This design comes from an exercise in tuning for small area on the open sky130 flow, not from production work.
At most, simulation tests tie the RTL to the original design; equivalence was not proved.

// pong_top
module pong_top (
  input  logic                       ball_clk,
  input  logic                       reset,
  input  logic [3:0]                 direction_switch,
  input  logic                       start_game,
  output logic [143:0]               paddles,
  output pong_geom_pkg::point_t      ball,
  output pong_play_pkg::dir_t        ball_dir,
  output pong_play_pkg::game_state_t state
);
Size: about 760 cells after synthesis, roughly 180 I/O pins, about 0.0058 mm² of cells after synthesis.
==> module paddle_bank, before the edit <==
module paddle_bank (
  input  logic         ball_clk,
  input  logic         reset,
  input  logic [3:0]   direction_switch,
  output logic [19:0]  base_y,   
  output logic [1:0]   merged,   
  output logic [143:0] paddles
);
  localparam logic [71:0] pad_x = {12'd590, 12'd50, 12'd490, 12'd150, 12'd490, 12'd150};
  for (genvar t = 0; t < 2; t++) begin : g_team
    logic [9:0]  y;
    logic        m;
    logic        go_down, go_up, at_ceil, at_floor;
    logic [11:0] y_nxt;
    assign go_down  = direction_switch[2*t] & ~direction_switch[2*t+1];
    assign go_up    = direction_switch[2*t+1] & ~direction_switch[2*t];
    assign at_ceil  = m ? (y == 10'd555) : (y == 10'd315);
    assign at_floor = (y == 10'd0);
    assign y_nxt = pong_geom_pkg::step12({2'b00, y}, go_up | go_down, go_up);
    always_ff @(posedge ball_clk or negedge reset) begin
      if (!reset) begin
        y <= 10'd120;
        m <= 1'b0;
      end else if (go_down & at_ceil) begin
        y <= 10'd0;
        m <= 1'b1;
      end else if (go_up & at_floor) begin
        y <= 10'd555;
        m <= 1'b1;
      end else begin
        y <= y_nxt[9:0];
      end
    end
    logic       s;
    logic [9:0] y_240, y_120;
    assign s = ~m;
    for (genvar i = 0; i < 10; i++) begin : g_add
      if (i < 4) begin : g_lo240
        assign y_240[i] = y[i];
      end else if (i == 4) begin : g_first240
        assign y_240[i] = y[i] ^ s;
      end else if (i < 8) begin : g_mid240
        assign y_240[i] = y[i] ^ (s & ~(|y[i-1:4]));
      end else begin : g_hi240
        assign y_240[i] = y[i] ^ (s & (|y[7:4]) & (&y[i-1:8] | (i == 8)));
      end
      if (i < 3) begin : g_lo120
        assign y_120[i] = y[i];
      end else if (i == 3) begin : g_first120
        assign y_120[i] = y[i] ^ s;
      end else if (i < 7) begin : g_mid120
        assign y_120[i] = y[i] ^ (s & ~(|y[i-1:3]));
      end else begin : g_hi120
        assign y_120[i] = y[i] ^ (s & (|y[6:3]) & (&y[i-1:7] | (i == 7)));
      end
    end
    assign base_y[10*t +: 10] = y;
    assign merged[t]          = m;
    assign paddles[24*t +: 24]     = {pad_x[12*(t) +: 12], 2'b00, y};
    assign paddles[24*(t+2) +: 24] = {pad_x[12*(t+2) +: 12], 2'b00, y_240};
    assign paddles[24*(t+4) +: 24] = {pad_x[12*(t+4) +: 12], 2'b00, y_120};
  end
endmodule
==> module game_fsm, before the edit <==
module game_fsm (
  input  logic                       ball_clk,
  input  logic                       reset,
  input  logic                       start_game,  
  input  pong_geom_pkg::point_t      ball,
  output pong_play_pkg::game_state_t state,
  output logic                       serve,       
  output pong_play_pkg::dir_t        serve_dir
);
  logic goal;
  assign goal = (state == pong_play_pkg::st_play) &
                pong_geom_pkg::cgt(ball.y, pong_geom_pkg::goal_y_lo) & pong_geom_pkg::clt(ball.y, pong_geom_pkg::goal_y_hi) &
                (pong_geom_pkg::clt(ball.x, pong_geom_pkg::goal_x_lo) | pong_geom_pkg::cgt(ball.x, pong_geom_pkg::goal_x_hi));
  always_ff @(posedge ball_clk or negedge reset) begin
    if (!reset) begin
      state     <= pong_play_pkg::st_idle;
      serve     <= 1'b0;
      serve_dir <= pong_play_pkg::dir_up_right;
    end else begin
      serve <= goal;
      case (state)
        pong_play_pkg::st_idle: if (!start_game) state <= pong_play_pkg::st_play;
        default:                if (goal) state <= pong_play_pkg::st_idle;
      endcase
      if (goal) begin
        case (serve_dir)
          pong_play_pkg::dir_up_right:   serve_dir <= pong_play_pkg::dir_up_left;
          pong_play_pkg::dir_up_left:    serve_dir <= pong_play_pkg::dir_down_left;
          pong_play_pkg::dir_down_left:  serve_dir <= pong_play_pkg::dir_down_right;
          pong_play_pkg::dir_down_right: serve_dir <= pong_play_pkg::dir_right;
          pong_play_pkg::dir_right:      serve_dir <= pong_play_pkg::dir_left;
          default:                       serve_dir <= pong_play_pkg::dir_up_right;
        endcase
      end
    end
  end
endmodule
clock: 8.0 ns
lec_check: 0
cap_margin: 20
core_margin: 2
core_utilization: 40
cts_buf_list: sky130_fd_sc_hd__clkbuf_2 sky130_fd_sc_hd__clkbuf_4 sky130_fd_sc_hd__clkbuf_8
slew_margin: 20
standard.sh (not shown) runs the stock make flow with config.mk's settings and CLKGATE_MAP_FILE= SYNTH_SCRIPT=/design/flow/synth_recipe.tcl, a recipe that flattens the netlist after the stock synthesis.
==> flow/flow/run.sh <==
#!/bin/bash
# The standard layout (the standard.sh, unchanged synthesis), with two
# placement choices: ports buffered with the smallest buffer, and constant
# outputs left on the single tie cells that synthesis made.
set -euo pipefail
export BUFFER_PORTS_ARGS="-buffer_cell sky130_fd_sc_hd__buf_1"
export SKIP_REPAIR_TIE_FANOUT=1
bash standard.sh > standard.log 2>&1
Then changed:
--- a/flow/design.v
+++ b/flow/design.v
@@ -108,7 +108,7 @@
     assign go_up    = direction_switch[2*t+1] & ~direction_switch[2*t];
     assign at_ceil  = m ? (y == 10'd555) : (y == 10'd315);
     assign at_floor = (y == 10'd0);
-    assign y_nxt = pong_geom_pkg::step12({2'b00, y}, go_up | go_down, go_up);
+    assign y_nxt = go_up ? pong_geom_pkg::step12({2'b00, y}, 1'b1, 1'b1) : pong_geom_pkg::step12({2'b00, y}, go_down, 1'b0);
     always_ff @(posedge ball_clk or negedge reset) begin
       if (!reset) begin
         y <= 10'd120;
@@ -314,13 +314,13 @@
   assign goal = (state == pong_play_pkg::st_play) &
                 pong_geom_pkg::cgt(ball.y, pong_geom_pkg::goal_y_lo) & pong_geom_pkg::clt(ball.y, pong_geom_pkg::goal_y_hi) &
                 (pong_geom_pkg::clt(ball.x, pong_geom_pkg::goal_x_lo) | pong_geom_pkg::cgt(ball.x, pong_geom_pkg::goal_x_hi));
+  assign serve = (state == pong_play_pkg::st_idle) &
+                 ~(~ball.x[11] & ~ball.x[10] & ~ball.x[9] & ball.x[8]);
   always_ff @(posedge ball_clk or negedge reset) begin
     if (!reset) begin
       state     <= pong_play_pkg::st_idle;
-      serve     <= 1'b0;
       serve_dir <= pong_play_pkg::dir_up_right;
     end else begin
-      serve <= goal;
       case (state)
         pong_play_pkg::st_idle: if (!start_game) state <= pong_play_pkg::st_play;
         default:                if (goal) state <= pong_play_pkg::st_idle;
Effect: Routed wire length went down by a few percent; synthesized cell count went down by a little under a tenth; critical path depth goes up by 2; hold slack is better by 0.0037 ns; setup slack gets better by 0.032 ns; cell count drops by a few percent; via count fell by a few percent.
For the first run of this note, only the layout was checked, not whether the RTL still works.

* * *

pong_top, a different RTL version from the one above (not shown whole).
Size in the first run: ~54 flip-flops, ~180 I/O pins, about 6100 um2 of cells after synthesis.
==> module paddle_hit_detect, before the edit <==
module paddle_hit_detect (
  input  logic [19:0]           base_y,
  input  logic [1:0]            merged,
  input  pong_geom_pkg::point_t ball,
  output pong_play_pkg::hit_t   hit
);
  pong_geom_pkg::coord_t      bx, by;
  logic        team_b;
  logic [9:0]  ys;
  logic        ms;
  logic [12:0] e;
  logic        yw0, yw2, yw4;
  logic        near_f, near_b, far_f, far_b;
  logic        h0, h2, h4;
  assign bx = ball.x;
  assign by = ball.y;
  assign team_b = ~bx[11] & (|bx[10:8]);
  assign ys     = team_b ? base_y[19:10] : base_y[9:0];
  assign ms     = team_b ? merged[1] : merged[0];
  assign e      = {by[11], by} - {3'b000, ys};
  assign yw0 = pong_geom_pkg::sgt13(e, -13'sd110) & pong_geom_pkg::slt13(e, 13'sd110);
  assign yw2 = ms ? yw0 : pong_geom_pkg::sgt13(e, 13'sd130) & pong_geom_pkg::slt13(e, 13'sd350);
  assign yw4 = ms ? yw0 : pong_geom_pkg::sgt13(e, 13'sd10) & pong_geom_pkg::slt13(e, 13'sd230);
  always_comb begin
    if (team_b) begin
      near_f = pong_geom_pkg::cgt(bx, 12'sd425) & pong_geom_pkg::clt(bx, 12'sd490);
      near_b = pong_geom_pkg::cgt(bx, 12'sd490) & pong_geom_pkg::clt(bx, 12'sd555);
      far_f  = pong_geom_pkg::cgt(bx, 12'sd525) & pong_geom_pkg::clt(bx, 12'sd590);
      far_b  = pong_geom_pkg::cgt(bx, 12'sd590) & pong_geom_pkg::clt(bx, 12'sd655);
    end else begin
      near_f = pong_geom_pkg::cgt(bx, 12'sd85) & pong_geom_pkg::clt(bx, 12'sd150);
      near_b = pong_geom_pkg::cgt(bx, 12'sd150) & pong_geom_pkg::clt(bx, 12'sd215);
      far_f  = pong_geom_pkg::cgt(bx, -12'sd15) & pong_geom_pkg::clt(bx, 12'sd50);
      far_b  = pong_geom_pkg::cgt(bx, 12'sd50) & pong_geom_pkg::clt(bx, 12'sd115);
    end
  end
  assign h0 = (near_f | near_b) & yw0;
  assign h2 = (near_f | near_b) & yw2;
  assign h4 = (far_f | far_b) & yw4;
  logic [7:0] el;
  logic       up0, lo0, up2, lo2, up4, lo4;
  assign el  = e[7:0];
  assign up0 = pong_geom_pkg::ugt13({5'b0, el}, 13'd0)   & pong_geom_pkg::ult13({5'b0, el}, 13'd20);
  assign lo0 = pong_geom_pkg::ugt13({5'b0, el}, 13'd236);
  assign up2 = pong_geom_pkg::ugt13({5'b0, el}, 13'd240) | pong_geom_pkg::ult13({5'b0, el}, 13'd4);
  assign lo2 = pong_geom_pkg::ugt13({5'b0, el}, 13'd220) & pong_geom_pkg::ult13({5'b0, el}, 13'd240);
  assign up4 = pong_geom_pkg::ugt13({5'b0, el}, 13'd120) & pong_geom_pkg::ult13({5'b0, el}, 13'd140);
  assign lo4 = pong_geom_pkg::ugt13({5'b0, el}, 13'd100) & pong_geom_pkg::ult13({5'b0, el}, 13'd120);
  always_comb begin
    logic up, lo;
    hit.valid = h0 | h2 | h4;
    hit.back  = (h0 | h2) ? near_b : far_b;
    if (h0 | ms) begin
      up = up0; lo = lo0;
    end else if (h2) begin
      up = up2; lo = lo2;
    end else begin
      up = up4; lo = lo4;
    end
    if (up)      hit.zone = pong_play_pkg::zone_upper;
    else if (lo) hit.zone = pong_play_pkg::zone_lower;
    else         hit.zone = pong_play_pkg::zone_centre;
  end
endmodule
export LEC_CHECK = 0
export CAP_MARGIN = 20
export CORE_MARGIN = 2
export CORE_UTILIZATION = 40
export CTS_BUF_LIST = sky130_fd_sc_hd__clkbuf_2 sky130_fd_sc_hd__clkbuf_4 sky130_fd_sc_hd__clkbuf_8
export SLEW_MARGIN = 20
create_clock -name core_clock -period 8.0 [get_ports {ball_clk}]
Scripts as last shown in full above: flow/flow/run.sh
Then changed:
--- a/flow/design.v
+++ b/flow/design.v
@@ -164,5 +164,5 @@
   logic [9:0]  ys;
   logic        ms;
-  logic [12:0] e;
+  logic [12:0] e;         
   logic        yw0, yw2, yw4;
   logic        near_f, near_b, far_f, far_b;
@@ -170,11 +170,36 @@
   assign bx = ball.x;
   assign by = ball.y;
-  assign team_b = ~bx[11] & (|bx[10:8]);
+  assign team_b = bx[9] ^ bx[8];
   assign ys     = team_b ? base_y[19:10] : base_y[9:0];
   assign ms     = team_b ? merged[1] : merged[0];
-  assign e      = {by[11], by} - {3'b000, ys};
-  assign yw0 = pong_geom_pkg::sgt13(e, -13'sd110) & pong_geom_pkg::slt13(e, 13'sd110);
-  assign yw2 = ms ? yw0 : pong_geom_pkg::sgt13(e, 13'sd130) & pong_geom_pkg::slt13(e, 13'sd350);
-  assign yw4 = ms ? yw0 : pong_geom_pkg::sgt13(e, 13'sd10) & pong_geom_pkg::slt13(e, 13'sd230);
+  logic [7:0] lo;    
+  logic [12:0] hd;
+  logic       bw;
+  logic [6:0] el7;
+  logic       hm1, hz, hp1, hp2;  
+  logic [5:0] hdeq;               
+  assign lo  = pong_geom_pkg::add13({6'b0, 1'b0, by[6:0]}, {6'b0, 1'b0, ~ys[6:0]}, 1'b1);
+  assign bw  = ~lo[7];
+  assign el7 = lo[6:0];
+  assign hd  = pong_geom_pkg::add13({{8{by[11]}}, by[11:7]}, ~{10'b0, ys[9:7]}, 1'b1);
+  for (genvar k = 0; k < 5; k++) begin : g_hd
+    assign hdeq[k] = (hd[5:0] == 6'(k - 1));
+  end
+  assign hdeq[5] = 1'b0;
+  assign hm1 = bw ? hdeq[1] : hdeq[0];
+  assign hz  = bw ? hdeq[2] : hdeq[1];
+  assign hp1 = bw ? hdeq[3] : hdeq[2];
+  assign hp2 = bw ? hdeq[4] : hdeq[3];
+  assign e   = {5'b0, hd[0] ^ bw, el7};
+  logic w0, w2, w4;
+  assign w0 = (hm1 & pong_geom_pkg::ugt13({6'b0, el7}, 13'd18)) |
+              (hz  & pong_geom_pkg::ult13({6'b0, el7}, 13'd110));
+  assign w2 = (hp1 & pong_geom_pkg::ugt13({6'b0, el7}, 13'd2)) |
+              (hp2 & pong_geom_pkg::ult13({6'b0, el7}, 13'd94));
+  assign w4 = (hz  & pong_geom_pkg::ugt13({6'b0, el7}, 13'd10)) |
+              (hp1 & pong_geom_pkg::ult13({6'b0, el7}, 13'd102));
+  assign yw0 = w0;
+  assign yw2 = ms ? w0 : w2;
+  assign yw4 = ms ? w0 : w4;
   always_comb begin
     if (team_b) begin
Global-route usage came out lower by 0.73 points.
Sequential cell count does not change.
Worst setup slack loses 0.52 ns.
Sequential share of layout area came out higher by 0.63 points.
Cell count came out lower by 4.2%.
Core utilization came out higher by 0.38 points.
Routed wire length came out lower by 5.5%.
Hold slack stays flat.
Register-to-register slack loses 0.52 ns.
Clock-buffer cell count came out lower by 2.
Critical path depth came out lower by 1.
Cell area came out lower by 2.4%.
The RTL of the second run of this note was laid out without a check of its function.

-- static timing again, ports no longer ideal --
Ports are ideal in the flow. The routed layouts listed here were re-timed in OpenROAD. Step 1 (the two cells are an assumption about what drives the block):
set clk [get_ports {ball_clk}]
set_driving_cell -lib_cell sky130_fd_sc_hd__clkbuf_16 $clk
set_driving_cell -lib_cell sky130_fd_sc_hd__buf_2 [delete_from_list [all_inputs] $clk]
Step 2 moves the port delays by t, midway between the first and last clock arrival at a register: inputs arrive t later, outputs are due t later. That takes back most of the time a late clock gives input paths. a / b / c = no drivers / after step 1 / after step 2; a / b = the first two.
| run | t, ns | setup WS [ns] | worst data-port slew with drivers (ns) |
|---|---|---|---|
| the first run of note 1 | 0.361 | 0.477 / 0.477 / 0.477 | 0.04 |
| the second run of note 1 | 0.361 | 0.508 / 0.508 / 0.508 | 0.03 |
| the first run of note 2 | 0.366 | 0.954 / 0.954 / 0.954 | 0.03 |
| the second run of note 2 | 0.359 | 0.429 / 0.429 / 0.429 | 0.03 |
After both steps setup and hold are still met in every run listed.
